This is an optimization exercise on Yosys and OpenROAD, whose aim is small area, a short achievable clock period and few clock cycles per item, not a production implementation. RTL that was checked went through simulation tests only; none was proved equivalent to the original. Power figures rest on the tool's default switching activity, not on a simulated workload.

## red
==> flow/design.v <==
`default_nettype none
package rv_m_pkg;
    localparam int unsigned xlen = 32;
    typedef enum logic [2:0] {
        op_mul    = 3'd0,   
        op_mulh   = 3'd1,   
        op_mulhsu = 3'd2,   
        op_mulhu  = 3'd3,   
        op_div    = 3'd4,
        op_divu   = 3'd5,
        op_rem    = 3'd6,
        op_remu   = 3'd7
    } muldiv_op_e;
    localparam int unsigned op_div_bit = 2;
endpackage
`default_nettype wire
`default_nettype none
package muldiv_pkg;
    typedef struct packed {
        logic [2:0]                   op;   
        logic [31:0]                  a;
        logic [31:0]                  b;
    } muldiv_req_t;
    typedef struct packed {
        logic [31:0]                  quotient;
        logic [31:0]                  remainder;
    } div_result_t;
    localparam int unsigned div_iterations = 32;
    localparam int unsigned mul_iterations = 32;
    typedef enum logic [1:0] {
        div_idle, div_init, div_divide, div_finish
    } div_state_e;
    typedef enum logic [1:0] {
        mul_idle, mul_run, mul_finish
    } mul_state_e;
    typedef enum logic [1:0] {
        seq_idle, seq_mul, seq_div
    } seq_state_e;
endpackage
`default_nettype wire
`timescale 1ns/1ps
`default_nettype none
module muldiv_unit (
    input  logic                           clk,
    input  logic                           reset,
    input  logic                           req,
    input  muldiv_pkg::muldiv_req_t        req_data,
    output logic                           busy,
    output logic                           result_valid,
    output logic [rv_m_pkg::xlen-1:0]      result
);
    function automatic logic [5:0] bitlen(input logic [31:0] v);
        logic [15:0] v16;
        logic [7:0]  v8;
        logic [3:0]  v4;
        logic [1:0]  v2;
        logic        z16, z8, z4, z2, z1;
        z16 = ~|v[31:16];
        v16 = z16 ? v[15:0] : v[31:16];
        z8  = ~|v16[15:8];
        v8  = z8 ? v16[7:0] : v16[15:8];
        z4  = ~|v8[7:4];
        v4  = z4 ? v8[3:0] : v8[7:4];
        z2  = ~|v4[3:2];
        v2  = z2 ? v4[1:0] : v4[3:2];
        z1  = ~v2[1];
        if (v == 32'b0)
            bitlen = 6'd0;
        else
            bitlen = 6'd32 - {1'b0, z16, z8, z4, z2, z1};
    endfunction
    logic s_idle, s_mstep, s_mfin, s_div1, s_dstep, s_dfin;
    logic [32:0]  x;        
    logic [31:0]  q;        
    logic [32:0]  d;        
    logic [4:0]   cnt;      
    logic [5:0]   la, lb;   
    logic         swp;      
    logic         first;    
    logic [2:0]   op;
    logic         a_neg;    
    logic         bz;       
    logic         rv;
    logic [2:0]   r_op;
    logic [31:0]  r_a, r_b, r_as, r_bs;
    logic         r_div, r_a_signed, r_b_signed, r_swap;
    logic [7:0]   ta, tb;
    assign r_op = req_data.op;
    assign r_a  = req_data.a;
    assign r_b  = req_data.b;
    assign r_div      = r_op[2];
    assign r_a_signed = !(r_op[0] && (r_op[1] || r_op[2]));       
    assign r_b_signed = (r_op == 3'd0) || (r_op == 3'd1) || (r_op == 3'd4) || (r_op == 3'd6);
    assign r_as = r_a ^ {32{r_a_signed & r_a[31]}};
    assign r_bs = r_b ^ {32{r_b_signed & r_b[31]}};
    always_comb begin
        for (int i = 0; i < 8; i++) begin
            ta[i] = |(r_as >> (4 * i));
            tb[i] = |(r_bs >> (4 * i));
        end
    end
    assign r_swap = !r_div && |(ta & ~tb);
    logic        r_corr;
    assign r_corr = r_a_signed & r_a[31] & !(r_b_signed & r_b[31]);
    logic        is_rem, mul_lo, q_neg;
    logic [6:0]  kdiff;
    logic [4:0]  k;
    logic [5:0]  lm;
    logic [4:0]  mtgt;      
    logic        madd;      
    logic        m_last, d_last, fix;
    logic        finishing, accept;
    assign is_rem = op[1];
    assign mul_lo = (op[1:0] == 2'd0);
    assign q_neg  = a_neg ^ d[32];
    assign kdiff  = {1'b0, la} - {1'b0, lb};
    assign k      = kdiff[4:0];
    logic        triv;
    assign triv   = bz || kdiff[6];
    assign lm     = swp ? lb : la;
    assign madd   = lm[5];
    assign mtgt   = madd ? 5'd15 : lm[5:1];
    assign m_last = (cnt == mtgt);
    assign d_last = (cnt == 5'd0);
    assign fix    = is_rem && x[32] && a_neg;      
    assign finishing = s_mfin || (s_div1 && triv) || (s_dstep && d_last && !is_rem && !q_neg)
                       || (s_dfin && !fix);
    assign busy   = !(s_idle || finishing);
    assign accept = req && !busy;
    logic [34:0] add_a, add_b, sum, dx;
    logic        c_ax, c_aq, c_ainv, c_one, c_two, c_binv, c_cin;
    logic        ax, aq, ainv, bone, btwo, binv, cin;
    assign dx   = {{2{d[32]}}, d};
    assign ax   = c_ax;
    assign aq   = c_aq;
    assign ainv = c_ainv;
    assign bone = c_one;
    assign btwo = c_two;
    assign binv = c_binv;
    assign cin  = c_cin;
    assign add_a = (({{2{x[32]}}, x} & {35{ax}}) | ({3'b0, q} & {35{aq}})) ^ {35{ainv}};
    assign add_b = (({35{bone}} & dx) | ({35{btwo}} & {dx[33:0], 1'b0})) ^ {35{binv}};
    muldiv_add35 u_add (
        .a   (add_a),
        .b   (add_b),
        .cin (cin),
        .s   (sum)
    );
    logic [31:0] fh, fl;
    logic [4:0]  fs;
    logic [94:0] fsh;
    logic [32:0] fun;
    always_comb begin
        if (s_div1) begin
            fh = {d[32], d[32:2]};
            fl = {d[1:0], 30'b0};
            fs = k;
        end else if (mul_lo) begin
            fh = x[31:0];
            fl = q;
            fs = {mtgt[3:0], 1'b0};
        end else begin
            fh = {32{x[31]}};
            fl = x[31:0];
            fs = {mtgt[3:0], 1'b0};
        end
    end
    assign fsh = {31'b0, fh, fl} << fs;
    assign fun = fsh[62:30];
    logic n_mstep, n_mfin, n_div1, n_dstep, n_dfin, n_first;
    assign n_mstep = accept ? !r_div : (s_mstep && !m_last);
    assign n_mfin  = !accept && s_mstep && m_last;
    assign n_div1  = accept && r_div;
    assign n_dstep = !accept && ((s_div1 && !triv) || (s_dstep && !d_last));
    assign n_dfin  = !accept && ((s_dstep && d_last && !finishing) || (s_dfin && fix));
    assign n_first = accept;
    logic [2:0] bt;
    logic       nb_one, nb_two, nb_neg;
    logic       f_one, f_two, f_neg;       
    logic       nx32;                        
    logic       r_a_neg;
    always_comb begin
        bt = first ? x[3:1] : q[3:1];
        nb_one = bt[1] ^ bt[0];
        nb_two = (bt == 3'b011) || (bt == 3'b100);
        nb_neg = bt[2];
    end
    assign f_one   = r_swap ? r_b[0] : r_a[0];
    assign f_two   = r_swap ? (r_b[1] & !r_b[0]) : (r_a[1] & !r_a[0]);
    assign f_neg   = r_swap ? r_b[1] : r_a[1];
    assign r_a_neg = r_a_signed && r_a[31];
    assign nx32    = sum[32];
    logic k_ax, k_aq, k_ainv, k_one, k_two, k_binv, k_cin;
    logic k_mstep, k_mfin, k_dstep, k_dfin;
    assign k_mstep = s_mstep && !m_last;
    assign k_mfin  = s_mstep && m_last;
    assign k_dstep = (s_div1 && !triv) || (s_dstep && !d_last);
    assign k_dfin  = (s_dstep && d_last && !finishing) || (s_dfin && fix);
    assign k_ax    = k_mstep || k_mfin || k_dstep || (k_dfin && is_rem);
    assign k_aq    = k_dfin && !is_rem;
    assign k_ainv  = k_dfin && (!is_rem || (!nx32 && a_neg));
    assign k_one   = (k_mstep && nb_one) || k_mfin || k_dstep || (k_dfin && is_rem && nx32);
    assign k_two   = k_mstep && nb_two;
    assign k_binv  = (k_mstep && nb_neg) || (k_dstep && (nx32 ~^ d[32]))
                     || (k_dfin && is_rem && nx32 && d[32]);
    assign k_cin   = (k_mstep && nb_neg) || (k_dstep && (nx32 ~^ d[32]))
                     || (k_dfin && (!is_rem || (nx32 ? d[32] : a_neg)));
    always_ff @(posedge clk) begin
        if (accept) begin
            c_ax   <= r_div;
            c_aq   <= 1'b0;
            c_ainv <= r_div && r_a_neg;
            c_one  <= !r_div && f_one;
            c_two  <= !r_div && f_two;
            c_binv <= !r_div && f_neg;
            c_cin  <= r_div ? r_a_neg : f_neg;
        end else begin
            c_ax   <= k_ax;
            c_aq   <= k_aq;
            c_ainv <= k_ainv;
            c_one  <= k_one;
            c_two  <= k_two;
            c_binv <= k_binv;
            c_cin  <= k_cin;
        end
    end
    always_ff @(posedge clk) begin
        if (reset) begin
            s_idle  <= 1'b1;
            s_mstep <= 1'b0;
            s_mfin  <= 1'b0;
            s_div1  <= 1'b0;
            s_dstep <= 1'b0;
            s_dfin  <= 1'b0;
            rv      <= 1'b0;
        end else begin
            rv      <= finishing;
            s_idle  <= !accept && (s_idle || finishing);
            s_mstep <= n_mstep;
            s_mfin  <= n_mfin;
            s_div1  <= n_div1;
            s_dstep <= n_dstep;
            s_dfin  <= n_dfin;
        end
    end
    logic [32:0] ld_x, ld_d, x_n, d_n;
    logic [31:0] q_n;
    logic        d_en;
    logic        q_sum, q_fun, q_tx, q_t1;
    assign ld_x = r_swap ? {r_b_signed & r_b[31], r_b} : {r_a_signed & r_a[31], r_a};
    assign ld_d = r_swap ? {r_a_signed & r_a[31], r_a} : {r_b_signed & r_b[31], r_b};
    assign x_n  = ({33{s_mstep}} & sum[34:2])
                | ({33{(s_div1 || s_dstep || s_dfin) && !accept}} & sum[32:0])
                | ({33{accept}} & ld_x);
    assign d_en = accept || s_div1 || (s_dstep && !d_last);
    assign d_n  = ({33{accept}} & ld_d)
                | ({33{s_div1 && !accept}} & fun)
                | ({33{s_dstep && !accept}} & {d[32], d[32:1]});
    assign q_sum = (s_mfin && madd) || s_dfin;
    assign q_fun = s_mfin && !madd;
    assign q_tx  = s_div1 && triv && is_rem;
    assign q_t1  = s_div1 && triv && !is_rem && bz;
    assign q_n   = ({32{q_sum}} & sum[31:0])
                 | ({32{q_fun}} & fun[31:0])
                 | ({32{s_mstep && first}}  & {sum[1:0], x[31:2]})
                 | ({32{s_mstep && !first}} & {sum[1:0], q[31:2]})
                 | ({32{s_dstep}} & {q[30:0], !sum[32]})
                 | ({32{q_tx}} & x[31:0])
                 | {32{q_t1}};
    always_ff @(posedge clk) begin
        x <= x_n;
        if (d_en) d <= d_n;
        q <= q_n;
    end
    always_ff @(posedge clk) begin
        if (accept) begin
            op      <= r_op;
            swp     <= r_swap;
            first   <= 1'b1;
            a_neg   <= r_div & r_a_signed & r_a[31];
            bz      <= (r_b == 32'b0);
            la      <= bitlen((r_div && r_corr) ? {r_as[30:0], 1'b1} : r_as);
            lb      <= bitlen(r_bs);
            cnt     <= 5'd0;
        end else begin
            if (s_mstep) begin
                first <= 1'b0;
                cnt   <= cnt + 5'd1;
            end
            if (s_div1)
                cnt <= k;
            if (s_dstep)
                cnt <= cnt - 5'd1;
        end
    end
    assign result_valid = rv;
    assign result       = q;
endmodule
module muldiv_add35 (
    input  logic [34:0] a,
    input  logic [34:0] b,
    input  logic        cin,
    output logic [34:0] s
);
    assign s = a + b + {34'b0, cin};
endmodule
`default_nettype wire
clock: 5.0 ns
lec_check: 0
cap_margin: 20
core_margin: 2
core_utilization: 45
cts_buf_list: sky130_fd_sc_hd__clkbuf_4 sky130_fd_sc_hd__clkbuf_8
setup_slack_margin: 1.0
slew_margin: 20
synth_hierarchical: 1
synth_minimum_keep_size: 0
standard.sh (not shown) runs the stock make flow with config.mk's settings and CLKGATE_MAP_FILE= SYNTH_SCRIPT=/design/flow/synth_recipe.tcl, a recipe that flattens the netlist after the stock synthesis.
==> flow/flow/run.sh <==
#!/bin/bash
# Standard layout, with small fast buffers on the ports instead of ORFS's default
# port buffer. ORFS's own logs stay under orfs/logs; make's output goes to standard.log.
set -euo pipefail
export BUFFER_PORTS_ARGS="-buffer_cell sky130_fd_sc_hd__buf_2"
bash standard.sh > standard.log 2>&1
red finished every step from synthesis to the final layout, and the layout passed the timing, DRC and antenna checks.
Testbench counts of red, summed over its fixed seeds: cycles 18,461, ops 2,400.
Setup changes, red to blue
--- a/flow/design.v
+++ b/flow/design.v
@@ -198,13 +198,20 @@
     assign k_dfin  = (s_dstep && d_last && !finishing) || (s_dfin && fix);
     assign k_ax    = k_mstep || k_mfin || k_dstep || (k_dfin && is_rem);
     assign k_aq    = k_dfin && !is_rem;
-    assign k_ainv  = k_dfin && (!is_rem || (!nx32 && a_neg));
-    assign k_one   = (k_mstep && nb_one) || k_mfin || k_dstep || (k_dfin && is_rem && nx32);
+    logic k_ainv0, k_ainv1, k_one0, k_one1, k_binv0, k_binv1, k_cin0, k_cin1;
+    assign k_ainv0 = k_dfin && (!is_rem || a_neg);
+    assign k_ainv1 = k_dfin && !is_rem;
+    assign k_one0  = (k_mstep && nb_one) || k_mfin || k_dstep;
+    assign k_one1  = k_one0 || (k_dfin && is_rem);
+    assign k_binv0 = (k_mstep && nb_neg) || (k_dstep && !d[32]);
+    assign k_binv1 = (k_mstep && nb_neg) || (k_dstep && d[32]) || (k_dfin && is_rem && d[32]);
+    assign k_cin0  = (k_mstep && nb_neg) || (k_dstep && !d[32]) || (k_dfin && (!is_rem || a_neg));
+    assign k_cin1  = (k_mstep && nb_neg) || (k_dstep && d[32]) || (k_dfin && (!is_rem || d[32]));
+    assign k_ainv  = nx32 ? k_ainv1 : k_ainv0;
+    assign k_one   = nx32 ? k_one1 : k_one0;
     assign k_two   = k_mstep && nb_two;
-    assign k_binv  = (k_mstep && nb_neg) || (k_dstep && (nx32 ~^ d[32]))
-                     || (k_dfin && is_rem && nx32 && d[32]);
-    assign k_cin   = (k_mstep && nb_neg) || (k_dstep && (nx32 ~^ d[32]))
-                     || (k_dfin && (!is_rem || (nx32 ? d[32] : a_neg)));
+    assign k_binv  = nx32 ? k_binv1 : k_binv0;
+    assign k_cin   = nx32 ? k_cin1 : k_cin0;
     always_ff @(posedge clk) begin
         if (accept) begin
             c_ax   <= r_div;
@@ -260,13 +267,15 @@
     assign q_fun = s_mfin && !madd;
     assign q_tx  = s_div1 && triv && is_rem;
     assign q_t1  = s_div1 && triv && !is_rem && bz;
-    assign q_n   = ({32{q_sum}} & sum[31:0])
+    logic [31:0] q_o;       
+    assign q_o   = ({32{q_sum}} & sum[31:0])
                  | ({32{q_fun}} & fun[31:0])
                  | ({32{s_mstep && first}}  & {sum[1:0], x[31:2]})
                  | ({32{s_mstep && !first}} & {sum[1:0], q[31:2]})
-                 | ({32{s_dstep}} & {q[30:0], !sum[32]})
+                 | ({32{s_dstep}} & {q[30:0], 1'b0})
                  | ({32{q_tx}} & x[31:0])
                  | {32{q_t1}};
+    assign q_n   = {q_o[31:1], s_dstep ? !sum[32] : q_o[0]};
     always_ff @(posedge clk) begin
         x <= x_n;
         if (d_en) d <= d_n;
Results
Non-clock buffer count (blue over red): decrease, 7. The clock power number comes out lower for red vs blue. Top fanout value on the critical path ends up higher on red. Compared with red, blue shows a lower length of routed met2 wiring. Diff red -> blue | total length of routed wires | down by a few percent. red → blue: sequential group share of total power shrank by 1.3 points, number of rows in the core area held steady. Taking red over blue, the layout inverter count without the clock tree ratio works out to 0.917. Post-route standard cell area excluding fillers: blue better than red. On synthesis-to-finish area growth, the lower figure sits with blue, not red.
For blue, only the layout was checked, not whether the RTL still works.

## afterwards: timing with drivers on the ports
The results above use ideal ports. As a check the final layouts listed here were re-extracted and re-timed, cells and wires unchanged. Step 1, drivers: a clkbuf_16 drives clk and a buf_2 each remaining input, both assumed. Step 2 also shifts input and output timing later by t, the mid clock arrival at the registers, as if the neighbouring blocks saw the same clock. Slacks: no drivers / after step 1 / after step 2; pairs: no drivers / after step 1.
| run | t (ns) | setup WS [ns] | worst setup path at the end | pins driven straight from the clock port |
|---|---|---|---|---|
| red | 0.532 | 0.952 / 0.952 / 0.610 | input to register | 1 |
| blue | 0.551 | 1.024 / 1.019 / 0.572 | input to register | 1 |
After both steps every run listed still meets setup and hold. For blue, which loses most, drivers alone change the setup slack by -0.005 ns; drivers and shift together by -0.452 ns.
